What follows belongs to an exercise in optimizing a design on an open flow for small area; a production flow would make more cautious choices. Only simulation tests tie the RTL to the original design; equivalence was not proved. Power and IR drop assume default switching activity.

==> flow/design.v <==
`timescale 1ns/100ps
module clustered_greens_rom (
  input  logic         clk,
  input  logic         rst,
  input  logic [7:0]   me,
  input  logic [23:0]  coords_x,
  input  logic [23:0]  coords_y,
  input  logic [23:0]  coords_z,
  output logic [255:0] rdata
);
  logic [7:0][3:0] e_in;
  logic [23:0]     l_in;
  logic [3:0]      t_in;
  logic [2:0]      c_in;
  for (genvar p = 0; p < 8; p++) begin : g_enc
    grom_enc enc_i (
      .i ({coords_z[3*p +: 3], coords_y[3*p +: 3], coords_x[3*p +: 3]}),
      .o (e_in[p])
    );
    assign l_in[3*p +: 3] = e_in[p][2:0];
  end
  for (genvar j = 0; j < 4; j++) begin : g_pair
    assign t_in[j] = e_in[j][3] | e_in[7-j][3];
  end
  assign c_in = {coords_z[0], coords_y[0], coords_x[0]};
  logic [5:0][23:0] l_q;
  logic [5:0][3:0]  t_q;
  logic [4:0][2:0]  c_q;
  logic             par_5e, par_5o;
  logic [7:0]       maj_5;
  logic [7:0][24:0] v_5;
  logic [7:0][24:0] v_6;
  always_ff @(posedge clk) begin
    l_q[0] <= l_in;
    t_q[0] <= t_in;
    c_q[0] <= c_in;
    for (int i = 1; i < 6; i++) begin
      l_q[i] <= l_q[i-1];
      t_q[i] <= t_q[i-1];
    end
    for (int i = 1; i < 5; i++) c_q[i] <= c_q[i-1];
    par_5e <= ^c_q[4];
    par_5o <= ~^c_q[4];
    for (int q = 0; q < 8; q++) begin
      maj_5[q] <= ((c_q[4][0] ^ q[0]) & (c_q[4][1] ^ q[1])) |
                  ((c_q[4][0] ^ q[0]) & (c_q[4][2] ^ q[2])) |
                  ((c_q[4][1] ^ q[1]) & (c_q[4][2] ^ q[2]));
    end
    v_6 <= v_5;
  end
  logic [7:0] par_5;
  for (genvar p = 0; p < 8; p++) begin : g_dec
    if (p == 0 || p == 3 || p == 5 || p == 6) begin : g_even
      assign par_5[p] = par_5e;
    end else begin : g_odd
      assign par_5[p] = par_5o;
    end
    grom_dec_00 dec_i (.i({maj_5[p], par_5[p], t_q[5][p < 4 ? p : 7 - p], l_q[5][3*p +: 3]}), .o(v_5[p]));
    assign rdata[32*p +: 32] = {7'd0, v_6[p]};
  end
endmodule
module grom_enc (input logic [8:0] i, output logic [3:0] o);
  wire i0 = i[0];
  wire i1 = i[1];
  wire i2 = i[2];
  wire i3 = i[3];
  wire i4 = i[4];
  wire i5 = i[5];
  wire i6 = i[6];
  wire i7 = i[7];
  wire i8 = i[8];
  wire o0;
  assign o[0] = o0;
  wire o1;
  assign o[1] = o1;
  wire o2;
  assign o[2] = o2;
  wire o3;
  assign o[3] = o3;
  wire new_n14, new_n15, new_n16, new_n17, new_n18, new_n19, new_n20, new_n21, new_n22, new_n23, new_n24, new_n25, new_n26, new_n27, new_n28, new_n29, new_n30, new_n31, new_n32, new_n33, new_n34, new_n35, new_n36, new_n37, new_n38, new_n39, new_n40, new_n41, new_n42, new_n43, new_n44, new_n45, new_n47;
  assign new_n14 = (~i7);   
  assign new_n15 = (~i6&~new_n14);   
  assign new_n16 = (~i4);   
  assign new_n17 = (~i3&~new_n16);   
  assign new_n18 = (~i1);   
  assign new_n19 = (~i0&~new_n18);   
  assign new_n20 = (~new_n17) | (~new_n19);   
  assign new_n21 = (new_n17&new_n20) | (new_n19&new_n20);   
  assign new_n22 = (~new_n15) | (~new_n21);   
  assign new_n23 = (~new_n22);   
  assign new_n24 = (~new_n15&~new_n21);   
  assign new_n25 = (~i4&i5);   
  assign new_n26 = (~new_n16&~i5);   
  assign new_n27 = (~new_n25&~new_n26) | (~i3);   
  assign new_n28 = (~new_n25) | (~new_n27);   
  assign new_n29 = (~i2);   
  assign new_n30 = (~i1&~new_n29&~i0);   
  assign new_n31 = (~i8);   
  assign new_n32 = (~i7&~new_n31&~i6);   
  assign new_n33 = (~new_n30) | (~new_n32);   
  assign new_n34 = (~new_n30&~new_n32) | (~new_n33);   
  assign new_n35 = (~new_n28) | (~new_n34);   
  assign new_n36 = (~i6);   
  assign new_n37 = (~new_n14&~i7) | (~new_n14&~new_n31) | (~i8&~i7) | (~i8&~new_n31);   
  assign new_n38 = (~new_n36&~new_n37) | (~new_n22);   
  assign new_n39 = (~i1&~new_n29);   
  assign new_n40 = (~new_n18&~i2);   
  assign new_n41 = (~new_n39&~new_n40) | (~i0);   
  assign new_n42 = (~new_n20) | (~new_n27) | (~new_n41);   
  assign new_n43 = (~new_n27&~new_n41) | (~new_n42);   
  assign new_n44 = (new_n38&new_n42) | (new_n43&new_n42);   
  assign new_n45 = (~new_n35) | (~new_n44);   
  assign o0 = (~new_n23&~new_n24) | (~new_n45);   
  assign new_n47 = (~new_n38) | (~new_n43);   
  assign o1 = (~new_n38&~new_n43) | (~new_n47) | (~new_n45);   
  assign o2 = (new_n28&new_n35) | (new_n34&new_n35) | (new_n28&new_n44) | (new_n34&new_n44);   
  assign o3 = (~new_n28&~new_n34) | (~new_n33);   
endmodule
module grom_dec_00 (input logic [5:0] i, output logic [24:0] o);
  wire i0 = i[0];
  wire i1 = i[1];
  wire i2 = i[2];
  wire i3 = i[3];
  wire i4 = i[4];
  wire i5 = i[5];
  wire o0;
  assign o[0] = o0;
  wire o1;
  assign o[1] = o1;
  wire o2;
  assign o[2] = o2;
  wire o3;
  assign o[3] = o3;
  wire o4;
  assign o[4] = o4;
  wire o5;
  assign o[5] = o5;
  wire o6;
  assign o[6] = o6;
  wire o7;
  assign o[7] = o7;
  wire o8;
  assign o[8] = o8;
  wire o9;
  assign o[9] = o9;
  wire o10;
  assign o[10] = o10;
  wire o11;
  assign o[11] = o11;
  wire o12;
  assign o[12] = o12;
  wire o13;
  assign o[13] = o13;
  wire o14;
  assign o[14] = o14;
  wire o15;
  assign o[15] = o15;
  wire o16;
  assign o[16] = o16;
  wire o17;
  assign o[17] = o17;
  wire o18;
  assign o[18] = o18;
  wire o19;
  assign o[19] = o19;
  wire o20;
  assign o[20] = o20;
  wire o21;
  assign o[21] = o21;
  wire o22;
  assign o[22] = o22;
  wire o23;
  assign o[23] = o23;
  wire o24;
  assign o[24] = o24;
  wire new_n100, new_n101, new_n102, new_n103, new_n104, new_n105, new_n106, new_n107, new_n108, new_n109, new_n110, new_n112, new_n114, new_n115, new_n116, new_n117, new_n119, new_n120, new_n124, new_n126, new_n127, new_n129, new_n130, new_n131, new_n132, new_n133, new_n135, new_n140, new_n141, new_n143, new_n32, new_n33, new_n34, new_n35, new_n36, new_n37, new_n38, new_n39, new_n40, new_n41, new_n42, new_n43, new_n44, new_n45, new_n46, new_n47, new_n48, new_n49, new_n50, new_n51, new_n52, new_n53, new_n55, new_n56, new_n57, new_n58, new_n59, new_n60, new_n61, new_n62, new_n63, new_n64, new_n65, new_n66, new_n67, new_n68, new_n69, new_n70, new_n71, new_n73, new_n74, new_n75, new_n76, new_n77, new_n78, new_n79, new_n80, new_n81, new_n82, new_n83, new_n84, new_n85, new_n86, new_n87, new_n88, new_n90, new_n91, new_n92, new_n94, new_n95, new_n96, new_n97, new_n98;
  assign new_n32 = (~i1) | (~i5);   
  assign new_n33 = (i2) | (i3) | (i5);   
  assign new_n34 = (i4) | (~i0);   
  assign new_n35 = (~new_n32&~new_n34) | (~new_n33&~new_n34);   
  assign new_n36 = (~i0&~i4);   
  assign new_n37 = (~i5) | (~new_n36);   
  assign new_n38 = (~i1&~new_n37);   
  assign new_n39 = (~i2);   
  assign new_n40 = (~i1) | (~new_n39);   
  assign new_n41 = (~i0&~new_n40);   
  assign new_n42 = (~new_n35&~new_n38&~new_n41);   
  assign new_n43 = (~i0&i4);   
  assign new_n44 = (i3) | (i5);   
  assign new_n45 = (~i5&i3);   
  assign new_n46 = (~i2&~new_n45);   
  assign new_n47 = (~i2&~new_n46) | (~new_n44&~new_n46);   
  assign new_n48 = (~i1&~new_n44);   
  assign new_n49 = (~i2) | (~new_n48);   
  assign new_n50 = (~i1&~i2);   
  assign new_n51 = (~i5) | (~new_n50);   
  assign new_n52 = (~new_n49&~i4) | (~new_n51&~i4);   
  assign new_n53 = (~new_n43&~new_n52) | (~new_n47&~new_n52);   
  assign o0 = (~new_n42) | (~new_n53);   
  assign new_n55 = (i0&i4);   
  assign new_n56 = (i4) | (~i5) | (~i2);   
  assign new_n57 = (~new_n56);   
  assign new_n58 = (~i3) | (~i4);   
  assign new_n59 = (~i5&~new_n58) | (~new_n34);   
  assign new_n60 = (new_n50&new_n59);   
  assign new_n61 = (~new_n57&~new_n60) | (~new_n34);   
  assign new_n62 = (~i3&i1);   
  assign new_n63 = (~new_n44&~new_n40);   
  assign new_n64 = (~i4&~new_n63) | (~new_n40&~new_n63) | (~new_n62&~new_n63);   
  assign new_n65 = (~i3&~i4) | (i5);   
  assign new_n66 = (~new_n64&new_n65);   
  assign new_n67 = (i0) | (~i2);   
  assign new_n68 = (~new_n32&~new_n67);   
  assign new_n69 = (~i0) | (~new_n50);   
  assign new_n70 = (~i5&~new_n69);   
  assign new_n71 = (~new_n66&~new_n68&~new_n70);   
  assign o1 = (~new_n49&~new_n55) | (~new_n61) | (~new_n71);   
  assign new_n73 = (i5&new_n36);   
  assign new_n74 = (~i2) | (~new_n36);   
  assign new_n75 = (~i1&~new_n56) | (~new_n74);   
  assign new_n76 = (~new_n41) | (~new_n65);   
  assign new_n77 = (~new_n56&~new_n75) | (~new_n76);   
  assign new_n78 = (~new_n50) | (~new_n45);   
  assign new_n79 = (new_n75) | (~new_n78);   
  assign new_n80 = (~i5&~new_n63) | (~new_n50&~new_n63);   
  assign new_n81 = (~new_n36) | (~new_n80);   
  assign new_n82 = (~i1&~new_n39&~new_n44);   
  assign new_n83 = (~new_n73&~new_n77&~new_n79) | (~new_n81&~new_n82);   
  assign new_n84 = (~i0&~new_n63);   
  assign new_n85 = (new_n78&new_n84) | (i0&new_n49);   
  assign new_n86 = (~new_n45&~new_n67);   
  assign new_n87 = (new_n48&new_n55);   
  assign new_n88 = (~i4&~new_n86&~new_n87) | (~new_n40&~new_n86&~new_n87) | (~new_n62&~new_n86&~new_n87);   
  assign o19 = (~new_n85&~new_n45) | (~i1&~new_n56) | (~new_n88);   
  assign new_n90 = (~i1&~new_n48) | (~i5&~new_n48);   
  assign new_n91 = (i4&o19&new_n90);   
  assign new_n92 = (~new_n63&~new_n84) | (~new_n63&~new_n91) | (~new_n55&~new_n84) | (~new_n55&~new_n91);   
  assign o2 = (~new_n83) | (~new_n92);   
  assign new_n94 = (~new_n62&~new_n74);   
  assign new_n95 = (~new_n70&~new_n94);   
  assign new_n96 = (~new_n33) | (~new_n56);   
  assign new_n97 = (~new_n34&~new_n80);   
  assign new_n98 = (~new_n87&~new_n91&~new_n97);   
  assign o3 = (~new_n95&~new_n96) | (~new_n98);   
  assign new_n100 = (~i5&~new_n82&~new_n50&~new_n81);   
  assign new_n101 = (~i4) | (~new_n40);   
  assign new_n102 = (~new_n45) | (~new_n101);   
  assign new_n103 = (~i0&~new_n102);   
  assign new_n104 = (~new_n70&~new_n100&~new_n103);   
  assign new_n105 = (~new_n73&~new_n66) | (new_n96);   
  assign new_n106 = (i0) | (~i4);   
  assign new_n107 = (~new_n50) | (~new_n106) | (~new_n45);   
  assign new_n108 = (i5) | (~i3);   
  assign new_n109 = (~i1&~new_n35) | (~new_n43&~new_n35) | (~new_n108&~new_n35);   
  assign new_n110 = (~new_n105) | (~new_n107) | (~new_n109);   
  assign o4 = (~new_n39&~new_n104) | (new_n110);   
  assign new_n112 = (~i4&~new_n96) | (~i4&~i0) | (~new_n82&~new_n96) | (~new_n82&~i0);   
  assign o5 = (~new_n104) | (~new_n112);   
  assign new_n114 = (~i1&~new_n45&~new_n67);   
  assign new_n115 = (~new_n52&~new_n77&~new_n103&~new_n114);   
  assign new_n116 = (~new_n48) | (~new_n36);   
  assign new_n117 = (~new_n82&~new_n75) | (~new_n116);   
  assign o6 = (~new_n82&~new_n115) | (~new_n117);   
  assign new_n119 = (~i4) | (~o19);   
  assign new_n120 = (~i1) | (~new_n39) | (~new_n73);   
  assign o7 = (~new_n85) | (~new_n119) | (~new_n120);   
  assign o20 = (~i2&~new_n42&~new_n45) | (~new_n44&~new_n40);   
  assign o8 = (new_n79) | (o20);   
  assign new_n124 = (~new_n60&~new_n87);   
  assign o9 = (~new_n74&~new_n90) | (~new_n124);   
  assign new_n126 = (new_n42&new_n53&new_n67);   
  assign new_n127 = (~i5&~new_n50) | (~i4);   
  assign o10 = (~new_n126&~new_n127) | (~new_n44&~new_n74) | (~new_n105);   
  assign new_n129 = (~i4) | (~new_n32);   
  assign new_n130 = (~i2&~new_n129) | (~new_n45&~new_n129);   
  assign new_n131 = (~i4&~new_n46);   
  assign new_n132 = (~i0&~new_n62) | (~new_n50&~new_n62);   
  assign new_n133 = (~new_n65&~new_n132) | (~i0&~new_n50);   
  assign o11 = (new_n130&new_n133) | (new_n131&new_n133);   
  assign new_n135 = (~new_n101) | (~new_n120);   
  assign o12 = (~new_n48&~new_n135&~new_n126) | (~new_n48&~new_n44&~new_n126) | (~new_n36&~new_n135&~new_n126) | (~new_n36&~new_n44&~new_n126);   
  assign o13 = (~new_n71) | (~new_n117);   
  assign o14 = (new_n77) | (~new_n92) | (~new_n107) | (~new_n37);   
  assign o15 = (~new_n78) | (~new_n98);   
  assign new_n140 = (~new_n74&~new_n90);   
  assign new_n141 = (~new_n78&~new_n133) | (~new_n112&~new_n133);   
  assign o16 = (new_n104&new_n110) | (new_n140) | (new_n141) | (new_n94);   
  assign new_n143 = (~new_n41&~new_n79) | (~new_n47);   
  assign o17 = (~new_n112) | (~new_n120) | (~new_n143);   
  assign o18 = (~new_n78) | (~new_n115);   
  assign o21 = (~i2&~new_n45&~new_n124);   
  assign o22 = (~i0&~new_n51) | (~new_n58&~new_n51);   
  assign o23 = (~i1&~new_n33&~new_n106);   
  assign o24 = (~new_n33&~new_n81);   
endmodule
==> flow/flow/run.sh <==
#!/bin/bash
# Own flow: the standard layout (standard.sh) with two changes:
#  - synthesis: ABC maps the combinational logic with flow/abc_area.script instead of ORFS's
#    script, and Yosys's full-adder extraction is skipped (the logic is already gate-level);
#    registers, flattening and renaming are the standard synthesis's.
#  - placement: the port buffers are sky130_fd_sc_hd__buf_1 (every input and output port still
#    gets one) instead of the resizer's choice of a clkdlybuf4s50 delay cell.
set -euo pipefail
W=$PWD
{
  echo 'proc abc {args} {'
  echo '  set i [lsearch -exact $args -script]'
  echo "  if {\$i >= 0} { lset args [expr {\$i + 1}] $W/flow/abc_area.script }"
  echo '  yosys abc {*}$args'
  echo '}'
  echo '# adders stay plain logic for ABC'
  echo 'proc extract_fa {args} {}'
  cat synth_recipe.tcl
} > own_synth.tcl
export BUFFER_PORTS_ARGS="-buffer_cell sky130_fd_sc_hd__buf_1"
bash standard.sh SYNTH_SCRIPT="$W/own_synth.tcl" synth > synth_make.log 2>&1
bash standard.sh SYNTH_SCRIPT="$W/own_synth.tcl" finish > layout_make.log 2>&1
==> flow/flow/abc_area.script <==
strash
dch -f
amap
topo
upsize -D 2000
dnsize -D 2000
topo
stime -c
==> flow/standard.sh <==
#!/bin/bash
# synth_recipe.tcl (not shown) runs the flow's synth.tcl, then flattens the netlist and writes it again
# the make line also repeats each setting of config.mk as NAME=value (left out here)
make -C /OpenROAD-flow-scripts/flow DESIGN_CONFIG=/design/flow/config.mk WORK_HOME=/design/flow/orfs CLKGATE_MAP_FILE= SYNTH_SCRIPT=/design/flow/synth_recipe.tcl "${@:-finish}"
==> flow/config.mk <==
export PLATFORM = sky130hd
export DESIGN_NAME = clustered_greens_rom
export DESIGN_NICKNAME = clustered_greens_rom
export VERILOG_FILES = /design/flow/design.v
export SDC_FILE = /design/flow/constraint.sdc
export NUM_CORES = 4
export LEC_CHECK = 0
export CAP_MARGIN = 20
export CORE_MARGIN = 2
export CORE_UTILIZATION = 45
export GPL_TIMING_DRIVEN = 0
export SETUP_SLACK_MARGIN = 0.15
export SLEW_MARGIN = 20
==> flow/constraint.sdc <==
create_clock -name core_clock -period 3.0 [get_ports {clk}]
set_input_delay 0.6000 -clock core_clock [delete_from_list [all_inputs] [get_ports {clk}]]
set_output_delay 0.6000 -clock core_clock [all_outputs]
set_load 0.01 [all_outputs]
==> impl_results.md, run 1 <==
- Syn_area_per_cell: 8.35 um2
- Class of the tightest hold or removal check: in -> reg
- Internal power contribution: 10.3 mW
- Weighted congestion at the end of routability-driven global placement: 0.964
- Vias in the first global route: 12,500
- Drt initial violations: 1,254
- Syn. warnings: 1
- Number of sinks driven by the clock tree: 393
- Sequential share of power: 44.9%
- Relative contribution of the clock network to total power: 31.3%
- Total Die Area: 34,600 um2
- Compound-gate portion of the synthesized area: 16.7%
- Number of buffers created by CTS: 40
- Number of library cell types mapped by synthesis: 33
- Top_reg_cell synth: dfxtp_1
- Initial antenna violation count: 0
- Most common cell in the netlist: dfxtp_1
- Top cell family by delay on the critical path: simple AND/OR/NAND/NOR gates
- Number of buffers and inverters on the critical path: 4
- Top-area cell type share of the netlist area: 52.7%
- Critical path cell sequence: nor2_1 > clkinv_1 > nor2_1 > clkinv_1 > nor2_1 > clkinv_1 > nand4_1 > nor3_1 > nor3_1 > clkinv_1 > or2_0
- Cell with the most instances on the worst path: clkinv_1
- Hold buffers post-CTS: 0
- Max-Slew Margin vs Limit: 57.2%
- Number of setup violations in the final report: 0
- CP Data Required Time: 3420 ps
- Post-layout power: 15.2 mW
- Slowest cell delay on critical path: 410 ps
- Cell with the largest stage delay on the worst path: dfxtp_1
- CTS tree: yes
- Register bit count reported by yosys: 393
- Global-route wire length before repair: 62.9 mm
- Root Buffer Master: clkbuf_16
- Number of inserted filler cells in the final layout: 3,104
- Residual antenna-violating net count after detailed routing: 0
- Total number of vias: 13,900
- Largest family of logic cells by synthesized area: simple AND/OR/NAND/NOR gates
- Number of hold-slack violations in the final timing report: 0
- Clock latency on the worst-skew pair: 540 ps
- Cell area after technology mapping: 14,900 um2
- Placed standard-cell area: 16,800 um2
- Setup repair after global routing missed its margin: yes
- Post-detailed-route via-to-cell ratio: 5.28
- Async set-or-reset flop fraction in the synthesized netlist: 0%
- Core footprint: 32,600 um2
- Yosys top cell by area: dfxtp_1
- Critical Path AT: 3210 ps
- Portion of total power attributed to combinational logic: 23.8%
- Worst-case register-to-register setup slack: 210 ps
- Clock slew at the register clock pins of the worst setup and hold paths: 60 ps
- Top cell types by occurrence after synthesis: 393 x dfxtp_1, 378 x nor2_1, 202 x clkinv_1, 144 x nand2_1, 128 x o21ai_0
- Clock Skews: 17.2 ps
- Peak VDD IR: 0.432 mV
- FP Rows: 66
- Aggregate global-route resource usage: 22.6%
- Sequential cell area fraction in the yosys report: 52.7%
- Largest net degree at the start of global routing: 57
- Input/output buffers: 272
- Critical path endpoint category: register
- Clk buf depth: 3
- Chip Height: 186 um
- Post-synthesis share of cell area spent on and, or, nand and nor gates: 22.2%
- Final cycle utilization of the critical path: 93.1%
- Result of the run: no timing/DRC/antenna violations
- XOR/XNOR Fraction of Synth Area: 0%
- Residual DRC: 0
- Wire length after detailed routing: 40.6 mm
- LEAKAGE: 7.10 nW
- Cell area after layout: 18,100 um2
- Top fanout value on the critical path: 7
- Effective utilization at floorplan: 45.8%
- Startpoint type of the worst setup path: register
- Total power per unit cell area: 838 nW/um2
- Max capacitance violation total: 0
- Number of detailed-route iterations in the first pass: 8
- Post-route worst hold slack: 225 ps
- Post-detail-place hpwl: 30.9 mm
- Max-slew violation count: 0
- Number of enable-type register cells in the synthesized netlist: 0
- Overall overflow remaining after global route: 0
- NetSw: 4.88 mW
- Final worst path period need: 2790 ps
- Mux cell area share after synthesis: 0%
- Fraction of final layout cells sized beyond drive strength 1: 7.27%
- Fmax: 358 MHz
- Number of top-level design ports: 338
- Count of H-tree levels built during CTS: 2
- Synthesis-to-layout area growth: 21.2%
- Die outline width: 186 um
- Adder and majority cell fraction of the synthesized area: 0%
- Type of the setup path with the least slack: reg -> reg
- Wire length per cell: 15.5 um
- Switching portion of total power: 32.2%
- Transition time at the pin with the least slew margin: 635 ps
- Count of mapped cells out of synthesis: 1,787
- Nets: 2,240
- Biggest area contributors in the synthesized netlist: dfxtp_1 53%, nor2_1 9.5%, clkinv_1 5.1%
[routing by layer]
metal / up-vias / wire, um / GRT usage [%]
li1: 6777 / - / -
met1: 6143 / 17200 / 29.8
met2: 816 / 18000 / 35.4
met3: 139 / 3800 / 5.02
met4: 0 / 1650 / 10.5
met5: - / 0 / 0
[layout make-up]
cell class,count,area (um2),share of cell area [%]
antenna,1,2.50,0.0138
buffer,56,420,2.32
clock buffer,49,1080,5.95
clock inverter,21,196,1.09
inverter,206,826,4.57
multi-input combinational,1187,6070,33.6
sequential,393,7870,43.5
tap,442,553,3.06
timing repair buffer,274,1070,5.91
[worst reg2reg max path, cell delays in order (launching register included)]
cell      delay (ps)
dfxtp_1          410
nor2_1           270
clkinv_1         200
nor2_1           190
clkinv_1         180
nor2_1           260
clkinv_1         190
nand4_1          200
nor3_1            70
nor3_1           320
clkinv_1         150
or2_0            250
[flip-flops by register name, indices dropped and copies added, names as in the netlist]
name and cells:
maj_5 8, v_6 200, l_q 144, c_q 15, par_5o 1, par_5e 1, t_q 24
[kinds of logic after synthesis]
| logic type | count (synthesis) |
|---|---|
| simple gates | 760 |
| other cells | 1 |
| flops | 393 |
| compound gates | 371 |
| buf+inv | 262 |
[power groups by stage]
stage	logic (mW)	registers, mW	clock network (mW)
after global placement	3.56	6.92	0
after CTS	3.55	6.81	4.89
after global routing	4.00	6.91	5.11
after floorplan	1.87	7.17	0
after detailed placement	3.53	6.91	0
final	3.61	6.81	4.75
[metrics by stage]
| stage | setup slack (ps) | TNS [ps] | utilization, % | instances |
|---|---|---|---|---|
| 4_1_cts | 153 | 0 | 55.3 | 2628 |
| 6_report | 207 | 0 | 55.5 | 2629 |
| 2_1_floorplan | 801 | 0 | - | 1842 |
| 3_3_place_gp | -236 | -3180 | 51.2 | 2556 |
| 3_5_place_dp | 129 | 0 | 51.4 | 2558 |
| 5_1_grt | 4.13 | 0 | 55.4 | 2628 |
[cells in the final DEF (no fill, tap or decap), types with 5 or more instances in the layout]
cell / netlist / final
nor4_1: 8 / 8
clkinvlp_4: 0 / 5
o21ai_0: 128 / 125
buf_1: 0 / 272
nor3_1: 112 / 111
a21oi_1: 17 / 17
nand4_1: 8 / 8
or3_1: 20 / 20
a22oi_1: 7 / 7
a32o_1: 16 / 16
a211oi_1: 25 / 25
clkbuf_16: 0 / 41
nor2_1: 378 / 360
o22ai_1: 49 / 49
o21a_1: 25 / 25
buf_4: 56 / 56
nor2_2: 1 / 19
clkbuf_1: 0 / 6
or2_0: 56 / 56
o221ai_2: 7 / 7
nand2_1: 144 / 144
and4_1: 8 / 8
a31oi_1: 8 / 8
nand3_1: 16 / 16
clkinv_2: 0 / 7
o221ai_1: 34 / 34
a221o_1: 14 / 14
nand3b_1: 8 / 8
o21ai_1: 17 / 20
dfxtp_2: 0 / 5
o32ai_1: 7 / 7
conb_1: 1 / 56
dfxtp_1: 393 / 388
o211ai_1: 16 / 16
clkinv_1: 202 / 202
[worst paths after layout]
kind | depth (start not counted) | from | endpoint
setup / recovery | 11 | t_q[20]$_DFF_P_ | v_6[5]$_DFF_P_
hold / removal | 1 | coords_y[0] | c_q[1]$_DFF_P_
setup reg to reg | 11 | t_q[20]$_DFF_P_ | v_6[5]$_DFF_P_
hold reg to reg | 0 | l_q[116]$_DFF_P_ | l_q[140]$_DFF_P_
[what timing repair did]
| item | in CTS | in global routing |
|---|---|---|
| setup endpoints to repair | 5 | 54 |
| resized for setup | 3 | 22 |
| buffers inserted | 0 | 0 |
==> run 2, diff against run 1 <==
==> flow/flow/abc_area.script (replaced) <==
strash
dch -f
amap
topo
stime -c
--- a/flow/config.mk
+++ b/flow/config.mk
@@ -8,5 +8,5 @@
 export CAP_MARGIN = 20
 export CORE_MARGIN = 2
-export CORE_UTILIZATION = 45
+export CORE_UTILIZATION = 55
 export GPL_TIMING_DRIVEN = 0
 export SETUP_SLACK_MARGIN = 0.15
==> run 2 against run 1 <==
Effect of this change: register-to-register slack gained 90 ps; die area down 18%; power up 2.7%; setup slack improved by 95 ps; via count up 2.5%; sequential power is essentially flat; maximum frequency grew 3.5%; count of clock-buffer cells in the layout shrank 2; sequential share of layout area up 0.23 points; critical path depth stayed put; clock power rose by 9.3%; critical path type unchanged; critical endpoint is now v_6[155]$_DFF_P_; largest power group unchanged; highest routed layer unchanged.
==> impl_results.md, run 2 <==
- Cell count after placement: 2,456
- Global-route wire length before repair: 64.7 mm
- Clock latency on the worst-skew pair: 520 ps
- Count of H-tree levels built during CTS: 2
- Number of detailed-route iterations in the first pass: 8
- Leading cell types in the layout, fill and taps excluded: 389 x dfxtp_1, 359 x nor2_1, 272 x buf_1
- Peak VDD IR: 0.533 mV
- Count of mapped cells out of synthesis: 1,787
- Transition time at the pin with the least slew margin: 688 ps
- Sequential cell area fraction in the yosys report: 53.1%
- LEAKAGE: 7.14 nW
- Synthesis-to-layout area growth: 21.4%
- Aggregate global-route resource usage: 27.8%
- Final cycle utilization of the critical path: 89.9%
- Vias in the first global route: 13,300
- Top-area cell type share of the netlist area: 53.1%
- Register bit count reported by yosys: 393
- Hold buffers post-CTS: 0
- Residual DRC: 0
- Weighted congestion at the end of routability-driven global placement: 0.981
- Cell area after technology mapping: 14,800 um2
- Post-CTS setup buffer count: 0
- Number of top-level design ports: 338
- Max-slew violation count: 0
- CTS tree: yes
- Residual antenna-violating net count after detailed routing: 0
- Largest net degree at the start of global routing: 57
- Clock Skews: 12.9 ps
- Number of setup violations in the final report: 0
- Overall overflow remaining after global route: 0
- Class of the tightest hold or removal check: in -> reg
- Number of hold-slack violations in the final timing report: 0
- Input/output buffers: 272
- Fmax: 371 MHz
- Largest registers: v_6: 200 flops, l_q: 144 flops, t_q: 24 flops
- Syn_area_per_cell: 8.29 um2
- Number of library cell types mapped by synthesis: 27
- Critical Path AT: 3100 ps
- Total power per unit cell area: 866 nW/um2
- Wire length per cell: 16.3 um
- Drt initial violations: 1,606
- Largest register by flop count: v_6
- Initial antenna violation count: 0
- Die outline width: 168 um
- Clock slew at the register clock pins of the worst setup and hold paths: 60 ps
- Nets: 2,239
- Fraction of final layout cells sized beyond drive strength 1: 7.05%
- Startpoint type of the worst setup path: register
- Number of inserted filler cells in the final layout: 2,168
- Chip Height: 168 um
- Number of buffers created by CTS: 40
- Total Die Area: 28,300 um2
- FP Rows: 60
- Max capacitance violation total: 0
- Number of enable-type register cells in the synthesized netlist: 0
- Total number of vias: 14,200
- Critical path endpoint category: register
- Finished Layout Cells: 2,525
- Max-Slew Margin vs Limit: 53.7%
- Sum of negative setup slack: 0 ps
- Post-detailed-route via-to-cell ratio: 5.63
- Most common cell in the netlist: dfxtp_1
- Top_reg_cell synth: dfxtp_1
- Result of the run: no timing/DRC/antenna violations
- Clk buf depth: 3
- Number of sinks driven by the clock tree: 393
- Antenna Diode Count: 0
- Post-detail-place hpwl: 30.9 mm
- Worst-case register-to-register setup slack: 300 ps
- Syn. warnings: 1
- Top fanout value on the critical path: 7
- CP Data Required Time: 3400 ps
- Most common cell after layout, fill and taps aside: dfxtp_1
- Setup repair after global routing missed its margin: yes
- Biggest area contributors in the synthesized netlist: dfxtp_1 53%, nor2_1 9.6%, clkinv_1 5.2%
- Effective utilization at floorplan: 55.5%
- Core footprint: 26,700 um2
- Flip-flop count of the largest register after layout: 200
- Type of the setup path with the least slack: reg -> reg
- Cell area after layout: 18,000 um2
- Root Buffer Master: clkbuf_16
- Async set-or-reset flop fraction in the synthesized netlist: 0%
- Placed standard-cell area: 16,500 um2
- Top cell types by occurrence after synthesis: 393 x dfxtp_1, 379 x nor2_1, 206 x clkinv_1, 145 x o21ai_0, 144 x nand2_1
- Wire length after detailed routing: 41.1 mm
- Yosys top cell by area: dfxtp_1
- Final worst path period need: 2700 ps
==> run 2: routing by layer <==
layer,wire [um],up-vias,track usage [%]
met1,16800,6294,35.4
met4,1790,0,12.1
met2,18400,963,45.4
li1,-,6792,-
met3,4140,178,6.42
met5,0,-,0
==> run 2: power breakdown <==
group,switching (mW),leakage [nW],total (mW),internal (mW)
sequential,0.503,3.29,6.84,6.34
clock,1.94,0.693,5.19,3.25
combinational,2.39,3.15,3.55,1.16
total,4.84,7.14,15.6,10.7
==> run 2: critical path, stage by stage (launching register included) <==
cell and delay, ps:
dfxtp_2 400, nor2_2 230, clkinv_1 150, nor2_1 160
clkinv_1 210, nor2_1 270, clkinv_1 190, nand4_1 200
nor3_1 70, nor3_1 290, clkinv_1 170, or2_0 250
==> run 2: cell type report <==
type / instances / area [um2] / area share, %
sequential: 393 / 7880 / 43.8
multi-input combinational: 1187 / 6020 / 33.5
clock buffer: 47 / 1110 / 6.16
timing repair buffer: 273 / 1050 / 5.83
inverter: 206 / 786 / 4.37
tap: 341 / 427 / 2.37
buffer: 56 / 420 / 2.34
clock inverter: 22 / 307 / 1.70
==> run 2: logic make-up (layout without fill, tap and decap cells) <==
kind of cell	after synthesis	in the layout	synth area share (%)
simple gates	760	760	22.4
flops	393	393	53.1
compound gates	371	371	16.5
buf+inv	262	604	8.05
other cells	1	56	0.0253
==> run 2: what timing repair did <==
item | CTS | global route
resized for setup | 7 | 25
pin swaps | 0 | 0
setup endpoints to repair | 78 | 58
endpoints found under the hold margin | 0 | 0
==> run 2: per-stage QoR <==
step	util [%]	hold WS (ps)	setup slack (ps)	power, mW
3_3_place_gp	61.7	310	-1380	10.4
2_1_floorplan	-	310	247	8.99
3_5_place_dp	61.8	312	-343	10.4
5_1_grt	67.3	230	119	16.3
4_1_cts	67.1	224	181	15.6
6_report	67.3	245	302	15.6
==> run 2: worst paths after layout <==
kind                      end  cells past startpoint             from
min            c_q[1]$_DFF_P_                      1      coords_y[0]
max          v_6[155]$_DFF_P_                     11  t_q[21]$_DFF_P_
min reg2reg   l_q[66]$_DFF_P_                      0  l_q[42]$_DFF_P_
max reg2reg  v_6[155]$_DFF_P_                     11  t_q[21]$_DFF_P_
==> run 3, diff against run 2 <==
--- a/flow/flow/run.sh
+++ b/flow/flow/run.sh
@@ -6,4 +6,6 @@
 #  - placement: the port buffers are sky130_fd_sc_hd__buf_1 (every input and output port still
 #    gets one) instead of the resizer's choice of a clkdlybuf4s50 delay cell.
+#  - clock tree: TritonCTS with smaller sink clusters of clkbuf_4/clkbuf_8 leaf buffers and no
+#    dummy loads; it is still a balanced tree from the clock port to every register.
 set -euo pipefail
 W=$PWD
@@ -19,4 +21,5 @@
 } > own_synth.tcl
 export BUFFER_PORTS_ARGS="-buffer_cell sky130_fd_sc_hd__buf_1"
+export CTS_ARGS="-sink_clustering_enable -repair_clock_nets -dont_use_dummy_load -sink_clustering_size 20 -sink_clustering_max_diameter 60 -buf_list {sky130_fd_sc_hd__clkbuf_4 sky130_fd_sc_hd__clkbuf_8}"
 bash standard.sh SYNTH_SCRIPT="$W/own_synth.tcl" synth > synth_make.log 2>&1
 bash standard.sh SYNTH_SCRIPT="$W/own_synth.tcl" finish > layout_make.log 2>&1
==> flow/flow/abc_area.script (replaced) <==
strash
dch -f
amap
topo
upsize -D 2000
dnsize -D 2000
topo
stime -c
--- a/flow/config.mk
+++ b/flow/config.mk
@@ -8,5 +8,5 @@
 export CAP_MARGIN = 20
 export CORE_MARGIN = 2
-export CORE_UTILIZATION = 55
+export CORE_UTILIZATION = 45
 export GPL_TIMING_DRIVEN = 0
 export SETUP_SLACK_MARGIN = 0.15
==> run 3 against run 2 <==
Effect of this change: power fell by 18%; area after synthesis up 0.71%; non-clock buffer count grew 1; clock skew is 54 ps higher; maximum frequency decreased by 0.22%; register-to-register slack barely moved; setup slack worse by 6.0 ps; sequential cell count did not move; largest cell class unchanged; combinational power up 1%.
==> impl_results.md, run 3 <==
- Total power per unit cell area: 741 nW/um2
- Worst-case register-to-register setup slack: 300 ps
- Overall overflow remaining after global route: 0
- Most common cell after layout, fill and taps aside: dfxtp_1
- Input/output buffers: 272
- LEAKAGE: 6.71 nW
- Result of the run: no timing/DRC/antenna violations
- Total Die Area: 34,600 um2
- Peak VDD IR: 0.556 mV
- Global-route wire length before repair: 62.0 mm
- Top cell types by occurrence after synthesis: 393 x dfxtp_1, 378 x nor2_1, 202 x clkinv_1, 144 x nand2_1, 128 x o21ai_0
- Max capacitance violation total: 0
- Post-detail-place hpwl: 30.9 mm
- Async set-or-reset flop fraction in the synthesized netlist: 0%
- Most used routing layer: met2
- Syn_area_per_cell: 8.35 um2
- CTS tree: yes
- Met1 capacity usage during global routing: 29.7%
- Hold Path Cell Cnt: 1
- Number of hold-slack violations in the final timing report: 0
- Critical path endpoint category: register
- Number of top-level design ports: 338
- Aggregate global-route resource usage: 22.1%
- Top fanout value on the critical path: 6
- Post-detailed-route via-to-cell ratio: 5.29
- Path length in cells of the critical path: 7
- Biggest area contributors in the synthesized netlist: dfxtp_1 53%, nor2_1 9.5%, clkinv_1 5.1%
- Number of library cell types mapped by synthesis: 33
- Largest registers: v_6: 200 flops, l_q: 144 flops, t_q: 24 flops
- Residual antenna-violating net count after detailed routing: 0
- Wire length after detailed routing: 40.1 mm
- Number of setup violations in the final report: 0
- FP Rows: 66
- Chip Height: 186 um
- Clock slew at the register clock pins of the worst setup and hold paths: 110 ps
- Number of enable-type register cells in the synthesized netlist: 0
- RR Endpoint: v_6[39]$_DFF_P_
- Post-CTS setup buffer count: 0
- Top cell family by delay on the critical path: simple AND/OR/NAND/NOR gates
- Cell area after layout: 17,200 um2
- Die outline width: 186 um
- Met2 global-route usage: 34.7%
- Number of buffers and inverters on the critical path: 2
- Synthesis-to-layout area growth: 15.5%
- Sequential cell area fraction in the yosys report: 52.7%
- Type of the setup path with the least slack: reg -> reg
- Weighted congestion at the end of routability-driven global placement: 0.964
- Core footprint: 32,600 um2
- Count of mapped cells out of synthesis: 1,787
- Effective utilization at floorplan: 45.8%
- Start point of the worst hold path: coords_y[0]
- Count of cells along the worst register-to-register path: 7
- Slowest cell delay on critical path: 510 ps
- Class of the tightest hold or removal check: in -> reg
- Post-layout power: 12.8 mW
- Residual DRC: 0
- Vias in the first global route: 12,300
- Max-Slew Margin vs Limit: 51.7%
- Number of buffers created by CTS: 30
- Top_reg_cell synth: dfxtp_1
- Total number of vias: 13,700
- Critical Path AT: 3180 ps
- Clk buf depth: 3
- Yosys top cell by area: dfxtp_1
- Count of H-tree levels built during CTS: 1
- Transition time at the pin with the least slew margin: 717 ps
- Number of sinks driven by the clock tree: 393
- Largest net degree at the start of global routing: 57
- Setup repair after global routing missed its margin: no
- Wire length per cell: 15.5 um
- Placed standard-cell area: 16,800 um2
- Drt initial violations: 1,089
- Root Buffer Master: clkbuf_8
- Clock Skews: 66.5 ps
- Hold Path Sink: c_q[1]$_DFF_P_
- Largest register by flop count: v_6
- Met3 Usage GRT: 4.34%
- Leading cell types in the layout, fill and taps excluded: 388 x dfxtp_1, 359 x nor2_1, 272 x buf_1
- CP Data Required Time: 3480 ps
- Final worst path period need: 2700 ps
- Fmax: 370 MHz
- Initial antenna violation count: 0
- Top-area cell type share of the netlist area: 52.7%
- Cell with the largest stage delay on the worst path: dfxtp_1
- Register bit count reported by yosys: 393
- Nets: 2,230
- Number of detailed-route iterations in the first pass: 6
- Fraction of final layout cells sized beyond drive strength 1: 5.92%
- Flip-flop count of the largest register after layout: 200
- Cell area after technology mapping: 14,900 um2
- Startpoint type of the worst setup path: register
- Startpoint of the worst register-to-register path: l_q[125]$_DFF_P_
- Syn. warnings: 1
- Critical path cell sequence: clkinv_1 > nor3_2 > clkinv_1 > o21ai_0 > o21ai_0 > or2_0 > or3_1
- Clock latency on the worst-skew pair: 600 ps
- Final cycle utilization of the critical path: 90.1%
- Most common cell in the netlist: dfxtp_1
- Max-slew violation count: 0
## run 3: cell count changes after synthesis
cell,previous run,this run
clkinv_1,206,202
o21ai_0,145,128
o221ai_1,41,34
o221ai_2,0,7
o22ai_2,0,1
nor2_2,0,1
o22ai_1,50,49
o21ai_1,0,17
bufinv_16,0,2
inv_2,0,2
nor2_1,379,378
## run 3: cell families (layout without fill, tap and decap cells)
| family | after synthesis | in the layout | share of synthesized area (%) |
|---|---|---|---|
| AOI/OAI and AO/OA | 371 | 371 | 16.7 |
| buffers and inverters | 262 | 566 | 8.35 |
| DFF | 393 | 393 | 52.7 |
| other | 1 | 57 | 0.0251 |
| and+or+nand+nor | 760 | 760 | 22.2 |
## run 3: worst max path at each step
stage          slack [ps]              from          endpoint
6_report              300  l_q[125]$_DFF_P_   v_6[39]$_DFF_P_
3_3_place_gp         -240    par_5o$_DFF_P_   v_6[39]$_DFF_P_
2_1_floorplan         800    par_5o$_DFF_P_  v_6[114]$_DFF_P_
4_1_cts               160   t_q[22]$_DFF_P_  v_6[139]$_DFF_P_
3_5_place_dp          130   t_q[22]$_DFF_P_   v_6[52]$_DFF_P_
5_1_grt               150  maj_5[1]$_DFF_P_   v_6[30]$_DFF_P_
## run 3: cell type report
| type | instances | area [um2] |
|---|---|---|
| fillers | 3160 | 15400 |
| flip-flops and latches | 393 | 7870 |
| multi-input cells | 1187 | 6080 |
| repair buffers | 274 | 1070 |
| inverters | 206 | 826 |
| well taps | 442 | 553 |
| plain buffers | 56 | 420 |
| clock buffers | 30 | 413 |
| diodes | 1 | 2.50 |
## run 3: metal layers
| layer | part of all wire [%] | up-vias |
|---|---|---|
| li1 | - | 6718 |
| met1 | 43 | 6105 |
| met2 | 44 | 740 |
| met3 | 8.9 | 127 |
| met4 | 4.1 | 0 |
| met5 | 0 | - |
## run 3: what timing repair did
| action | CTS | global route |
|---|---|---|
| setup endpoints to repair | 6 | 51 |
| gates resized for setup | 3 | 24 |
| hold buffers | 0 | 0 |
## run 3: where the power goes
group	internal, mW	switching, mW
clock network	0.887	1.48
logic	1.19	2.41
registers	6.33	0.470
total	8.41	4.36
## run 3: per-stage QoR
stage | TNS (ps) | hold slack, ps | std cells | setup slack, ps | util [%]
global route | 0 | 103 | 2588 | 151 | 52.8
CTS | 0 | 92.0 | 2588 | 159 | 52.7
global placement | -3180 | 310 | 2556 | -236 | 51.2
detailed placement | 0 | 312 | 2558 | 129 | 51.4
floorplan | 0 | 310 | 1842 | 801 | -
finish | 0 | 149 | 2589 | 296 | 52.8
## run 3: worst register-to-register path, delay by kind of cell (launching register included)
family | cells | cell delay [ps]
AOI/OAI and AO/OA | 2 | 670
buffers and inverters | 2 | 410
DFF | 1 | 510
and+or+nand+nor | 3 | 990
==> run 4, diff against run 3 <==
--- a/flow/flow/run.sh
+++ b/flow/flow/run.sh
@@ -1,7 +1,9 @@
 #!/bin/bash
-# Own flow: the standard layout (standard.sh) with two changes:
+# Own flow: the standard layout (standard.sh) with these changes:
 #  - synthesis: ABC maps the combinational logic with flow/abc_area.script instead of ORFS's
 #    script, and Yosys's full-adder extraction is skipped (the logic is already gate-level);
 #    registers, flattening and renaming are the standard synthesis's.
+#  - floorplan: the buffers synthesis leaves (Yosys's insbuf on aliased nets) are removed
+#    (REMOVE_ABC_BUFFERS=1), as the standard flow does with timing-driven placement.
 #  - placement: the port buffers are sky130_fd_sc_hd__buf_1 (every input and output port still
 #    gets one) instead of the resizer's choice of a clkdlybuf4s50 delay cell.
@@ -23,3 +25,3 @@
 export CTS_ARGS="-sink_clustering_enable -repair_clock_nets -dont_use_dummy_load -sink_clustering_size 20 -sink_clustering_max_diameter 60 -buf_list {sky130_fd_sc_hd__clkbuf_4 sky130_fd_sc_hd__clkbuf_8}"
 bash standard.sh SYNTH_SCRIPT="$W/own_synth.tcl" synth > synth_make.log 2>&1
-bash standard.sh SYNTH_SCRIPT="$W/own_synth.tcl" finish > layout_make.log 2>&1
+bash standard.sh SYNTH_SCRIPT="$W/own_synth.tcl" REMOVE_ABC_BUFFERS=1 finish > layout_make.log 2>&1
==> run 4 against run 3 <==
Effect of this change: first-iteration DRC count grew 40%; combinational power is 2% lower; count of clock-buffer cells in the layout decreased by 1; power decreased by 0.69%; clock skew increased by 3.7 ps; sequential cell count is the same; critical path type unchanged; still clean on timing, DRC and antenna; utilization is 1.2 points lower; final area is 2.3% lower; maximum frequency is 4.9% lower; highest routed layer unchanged; die area unchanged; sequential share of layout area increased by 1.1 points.
==> impl_results.md, run 4 <==
- Startpoint type of the worst setup path: register
- Number of hold-slack violations in the final timing report: 0
- Post-detail-place hpwl: 30.6 mm
- Syn_area_per_cell: 8.35 um2
- Aggregate global-route resource usage: 21.9%
- Most common cell after layout, fill and taps aside: dfxtp_1
- Core footprint: 32,600 um2
- Cell area after technology mapping: 14,900 um2
- Die outline width: 186 um
- Synthesis-to-layout area growth: 12.8%
- Chip Height: 186 um
- Top-area cell type share of the netlist area: 52.7%
- Number of enable-type register cells in the synthesized netlist: 0
- FP Rows: 66
- Type of the setup path with the least slack: reg -> reg
- Number of buffers created by CTS: 29
- Slowest cell delay on critical path: 450 ps
- Total power per unit cell area: 753 nW/um2
- Initial antenna violation count: 0
- Clock Skews: 70.3 ps
- Fmax: 352 MHz
- Residual DRC: 0
- Placed standard-cell area: 16,300 um2
- Sequential cell area fraction in the yosys report: 52.7%
- Top fanout value on the critical path: 7
- Async set-or-reset flop fraction in the synthesized netlist: 0%
- Number of inserted filler cells in the final layout: 3,196
- CTS tree: yes
- Count of mapped cells out of synthesis: 1,787
- Most common cell in the netlist: dfxtp_1
- Max-slew violation count: 0
- Clock latency on the worst-skew pair: 610 ps
- Register bit count reported by yosys: 393
- Transition time at the pin with the least slew margin: 626 ps
- Combined area of the multi-input logic cells: 6110 um2
- Largest net degree at the start of global routing: 57
- Class of the tightest hold or removal check: in -> reg
- Total Die Area: 34,600 um2
- Yosys top cell by area: dfxtp_1
- Syn. warnings: 1
- Largest registers: v_6: 200 flops, l_q: 144 flops, t_q: 24 flops
- Number of sinks driven by the clock tree: 393
- Setup repair after global routing missed its margin: yes
- Antenna Diode Count: 0
- Nets: 2,173
- Worst-case register-to-register setup slack: 160 ps
- Vias in the first global route: 12,300
- Top cell types by occurrence after synthesis: 393 x dfxtp_1, 378 x nor2_1, 202 x clkinv_1, 144 x nand2_1, 128 x o21ai_0
- Count of H-tree levels built during CTS: 1
- Wire length per cell: 15.7 um
- Number of setup violations in the final report: 0
- Finished Layout Cells: 2,531
- Wire length after detailed routing: 39.8 mm
- Top_reg_cell synth: dfxtp_1
- Number of top-level design ports: 338
- Hold buffers post-CTS: 0
- Root Buffer Master: clkbuf_8
- Max capacitance violation total: 0
- Cell with the largest stage delay on the worst path: dfxtp_1
- Final cycle utilization of the critical path: 94.8%
- Result of the run: no timing/DRC/antenna violations
- Biggest area contributors in the synthesized netlist: dfxtp_1 53%, nor2_1 9.5%, clkinv_1 5.1%
- Fraction of final layout cells sized beyond drive strength 1: 3.69%
- Flip-flop count of the largest register after layout: 200
- Cell count after placement: 2,502
- Input/output buffers: 272
- Critical Path AT: 3310 ps
- LEAKAGE: 6.40 nW
- Largest register by flop count: v_6
- Cell area after layout: 16,800 um2
- Post-detailed-route via-to-cell ratio: 5.37
- Weighted congestion at the end of routability-driven global placement: 0.947
- Total number of vias: 13,600
- Final worst path period need: 2840 ps
- Drt initial violations: 1,526
- Number of library cell types mapped by synthesis: 33
- Max-Slew Margin vs Limit: 57.9%
- Peak VDD IR: 0.401 mV
- Cell with the most instances on the worst path: clkinv_1
- Register cell area after layout: 7870 um2
- Leading cell types in the layout, fill and taps excluded: 390 x dfxtp_1, 354 x nor2_1, 272 x buf_1
- Global-route wire length before repair: 61.8 mm
- Residual antenna-violating net count after detailed routing: 0
- Critical path cell sequence: nor2_2 > clkinv_1 > nor2_1 > clkinv_1 > nor2_1 > clkinv_1 > nand4_1 > nor3_1 > nor3_1 > clkinv_1 > or2_0
- Critical path endpoint category: register
- Clk buf depth: 3
- Clock slew at the register clock pins of the worst setup and hold paths: 100 ps
- CP Data Required Time: 3470 ps
- Overall overflow remaining after global route: 0
- Effective utilization at floorplan: 45.8%
- Number of detailed-route iterations in the first pass: 6
run 4: changes by cell type in the layout (fill, tap and decap cells not counted), moves of 2 or more:
cell / change
nor2_1: -5
nor2_4: +2
inv_2: +2
clkinv_1: -2
dfxtp_2: -2
dfxtp_1: +2
buf_4: -56
nor2_2: +3
run 4: critical path: cells and delay by family (launching register included):
kind,cells,cell delay [ps]
buffers and inverters,4,710
and+or+nand+nor,7,1510
DFF,1,450
run 4: area by class of cell:
class / count / area share, %
Timing Repair Buffer: 274 / 6.39
Sequential cell: 393 / 46.7
Clock buffer: 29 / 2.37
Multi-Input combinational cell: 1187 / 36.3
Tap cell: 442 / 3.28
Inverter: 206 / 4.90
run 4: cells by family (layout without fill, tap and decap cells):
| family | count (synthesis) | after routing | share of synthesized area [%] |
|---|---|---|---|
| and+or+nand+nor | 760 | 760 | 22.2 |
| DFF | 393 | 393 | 52.7 |
| AOI/OAI and AO/OA | 371 | 371 | 16.7 |
| other | 1 | 56 | 0.0251 |
| buffers and inverters | 262 | 509 | 8.35 |
run 4: report_power, final:
part,internal [mW],switching (mW)
clock,0.859,1.49
sequential,6.33,0.467
combinational,1.15,2.38
run 4: routing by layer:
metal  wire [um]  track usage, %  share of wire, %  vias to the layer above
met5           0               0                 0                        -
met4        1250            8.06               3.1                        0
met3        3710            3.86               9.3                      121
met2       17100            34.4                43                      843
met1       17700            30.4                45                     6015
li1            -               -                 -                     6604
run 4: through the flow:
step	utilization, %	power [mW]	hold slack (ps)	worst slack [ps]	TNS (ps)
2_1_floorplan	-	8.99	310	801	0
3_3_place_gp	49.9	10.4	310	-494	-10570
3_5_place_dp	50.1	10.4	312	132	0
4_1_cts	51.4	12.7	120	151	0
5_1_grt	51.6	13.5	128	78.6	0
6_report	51.6	12.7	179	157	0
run 4: what timing repair did:
action,in CTS,in global routing
resized for setup,2,34
cloned,0,0
setup endpoints to repair,3,55
endpoints found under the hold margin,0,0
setup buffers,0,0
run 4: worst paths after layout:
| path | startpoint | end | cells past startpoint |
|---|---|---|---|
| max | t_q[22]$_DFF_P_ | v_6[55]$_DFF_P_ | 11 |
| min | coords_y[0] | c_q[1]$_DFF_P_ | 1 |
| max reg2reg | t_q[22]$_DFF_P_ | v_6[55]$_DFF_P_ | 11 |
| min reg2reg | l_q[82]$_DFF_P_ | l_q[106]$_DFF_P_ | 0 |

separate check: timing with driven ports:
The flow's constraints put no driver on any port. The routed layouts listed below were extracted and timed again, unchanged, in two steps. Step 1 (the two cells are an assumption about what drives the block):
set clk [get_ports {clk}]
set_driving_cell -lib_cell sky130_fd_sc_hd__clkbuf_16 $clk
set_driving_cell -lib_cell sky130_fd_sc_hd__buf_2 [delete_from_list [all_inputs] $clk]
Step 2 also shifts input and output timing later by t, the mid clock arrival at the registers, as if the neighbouring blocks saw the same clock. Three values: ideal, step 1, step 2; two values: the first two.
| run | shift t [ns] | setup slack, ns | hold slack, ns | latest minus earliest clock arrival (ns) |
|---|---|---|---|---|
| run 1 | 0.580 | 0.207 / 0.207 / 0.207 | 0.225 / 0.200 / 0.319 | 0.018 / 0.018 |
| run 2 | 0.565 | 0.302 / 0.302 / 0.302 | 0.245 / 0.217 / 0.322 | 0.019 / 0.019 |
| run 3 | 0.615 | 0.296 / 0.296 / 0.296 | 0.149 / 0.125 / 0.277 | 0.075 / 0.075 |
| run 4 | 0.629 | 0.157 / 0.157 / 0.157 | 0.179 / 0.153 / 0.265 | 0.073 / 0.073 |
After both steps every run listed still meets setup and hold.
